Background: an optimization exercise with open tools, aiming at small area. Do not read the settings as production practice. In this exercise RTL edits were held to simulation tests only and were not proved equivalent to the original. No driver is modelled on the clock port, so clocking that relies on it looks cheaper here than on a real chip. Power is estimated from default activity; no workload was simulated.

Design vid_top, start of the top module:
module vid_top (
    input  logic        clk,
    input  logic        reset,
    input  logic        sel,
    input  logic [2:0]  cmd_in,          
    input  logic [1:0]  len_in,          
    input  logic [31:0] addr_data_in,
    output logic [1:0]  req,
    output logic [2:0]  cmd_out,         
    output logic [1:0]  len_out,         
    output logic [31:0] addr_data_out,
    output logic [23:0] pixel,           
    output logic [3:0]  sync             
);
For scale: roughly 2,700 cells after synthesis, about 1,100 flip-flops, roughly 110 I/O pins, about 43,000 um2 of cells after synthesis.
==> flow/config.mk <==
export PLATFORM = sky130hd
export DESIGN_NAME = vid_top
export DESIGN_NICKNAME = vid_top
export VERILOG_FILES = /design/flow/design.v
export SDC_FILE = /design/flow/constraint.sdc
export NUM_CORES = 4
export LEC_CHECK = 0
export CAP_MARGIN = 0
export CORE_MARGIN = 2
export CORE_UTILIZATION = 80
export SLEW_MARGIN = 0
==> flow/constraint.sdc <==
create_clock -name core_clock -period 8.0 [get_ports {clk}]
set_input_delay 1.6000 -clock core_clock [delete_from_list [all_inputs] [get_ports {clk}]]
set_output_delay 1.6000 -clock core_clock [all_outputs]
set_load 0.01 [all_outputs]
standard.sh (not shown) runs the stock make flow with config.mk's settings and CLKGATE_MAP_FILE= SYNTH_SCRIPT=/design/flow/synth_recipe.tcl, a recipe that flattens the netlist after the stock synthesis.
==> flow/flow/run.sh <==
#!/bin/bash
# Own layout flow: the standard flow (standard.sh: ORFS with the standard flow's
# synthesis script, unchanged), with two changes:
#  - the ports are buffered with the smallest buffer (buf_1);
#  - clock tree synthesis uses clkbuf_16 for the root, the tree levels and
#    the leaf buffers, sink clusters of up to 27 flip-flops within 85 um,
#    and no dummy loads.
# Synthesis, floorplan, placement, routing and finishing are the standard
# ones. Each step's full output goes to a log file of its own in this folder.
set -euo pipefail
cd "$(dirname "$0")/.."

export BUFFER_PORTS_ARGS="-buffer_cell sky130_fd_sc_hd__buf_1"
export CTS_ARGS="-sink_clustering_enable -repair_clock_nets -dont_use_dummy_load -root_buf sky130_fd_sc_hd__clkbuf_16 -tree_buf sky130_fd_sc_hd__clkbuf_16 -buf_list sky130_fd_sc_hd__clkbuf_16 -sink_clustering_size 27 -sink_clustering_max_diameter 85"

bash standard.sh synth     > log_1_synth.log 2>&1
bash standard.sh floorplan > log_2_floorplan.log 2>&1
bash standard.sh place     > log_3_place.log 2>&1
bash standard.sh cts       > log_4_cts.log 2>&1
bash standard.sh route     > log_5_route.log 2>&1
bash standard.sh finish    > log_6_finish.log 2>&1
test -s out/final.def
The baseline produced a clean layout.
Change:
--- a/flow/flow/run.sh
+++ b/flow/flow/run.sh
@@ -4,5 +4,5 @@
 #  - the ports are buffered with the smallest buffer (buf_1);
 #  - clock tree synthesis uses clkbuf_16 for the root, the tree levels and
-#    the leaf buffers, sink clusters of up to 27 flip-flops within 85 um,
+#    the leaf buffers, sink clusters of up to 25 flip-flops within 85 um,
 #    and no dummy loads.
 # Synthesis, floorplan, placement, routing and finishing are the standard
@@ -12,5 +12,5 @@
 
 export BUFFER_PORTS_ARGS="-buffer_cell sky130_fd_sc_hd__buf_1"
-export CTS_ARGS="-sink_clustering_enable -repair_clock_nets -dont_use_dummy_load -root_buf sky130_fd_sc_hd__clkbuf_16 -tree_buf sky130_fd_sc_hd__clkbuf_16 -buf_list sky130_fd_sc_hd__clkbuf_16 -sink_clustering_size 27 -sink_clustering_max_diameter 85"
+export CTS_ARGS="-sink_clustering_enable -repair_clock_nets -dont_use_dummy_load -root_buf sky130_fd_sc_hd__clkbuf_16 -tree_buf sky130_fd_sc_hd__clkbuf_16 -buf_list sky130_fd_sc_hd__clkbuf_16 -sink_clustering_size 25 -sink_clustering_max_diameter 85"
 
 bash standard.sh synth     > log_1_synth.log 2>&1
CORE_UTILIZATION = 60   (was 80)
The changed run completed with no timing, DRC or antenna violations.
Sequential power shrinks by about 0.6%.
Power grows by 0.66%.
Global-route usage shrinks by 10 points.
Fmax grows by 0.84%.
Via count shrinks by 4.0%.
Change:
CORE_UTILIZATION = 80   (was 60)
What happened: Sequential cell count does not change. Routed wire length shrinks by 1.1%. Sequential power grows by about 0.6%. Total power grows by 0.35%. Global-route usage grows by 11 points. Clock skew hardly moves.

[static timing again, ports no longer ideal]
In the flow no input, the clock included, has a driving cell. The finished layouts below were timed again as built, in two steps.
Step 1: set_driving_cell puts a clkbuf_16 on clk and a buf_2 on each other input, an assumption about the parent block.
Step 2, shift: input delay + t, output delay - t, t = (earliest + latest rising clock arrival at the registers) / 2. This alone moves slack from input paths to output paths.
Three values: ideal, step 1, step 2; two values: the first two.
run	shift t [ns]	setup slack, ns	latest minus earliest clock arrival (ns)
the first run	0.690	0.477 / 0.411 / 0.929	0.059 / 0.058
the second run	0.681	0.539 / 0.469 / 1.106	0.070 / 0.071
the third run	0.686	0.495 / 0.431 / 0.934	0.091 / 0.091
After both steps every run listed still meets setup and hold.
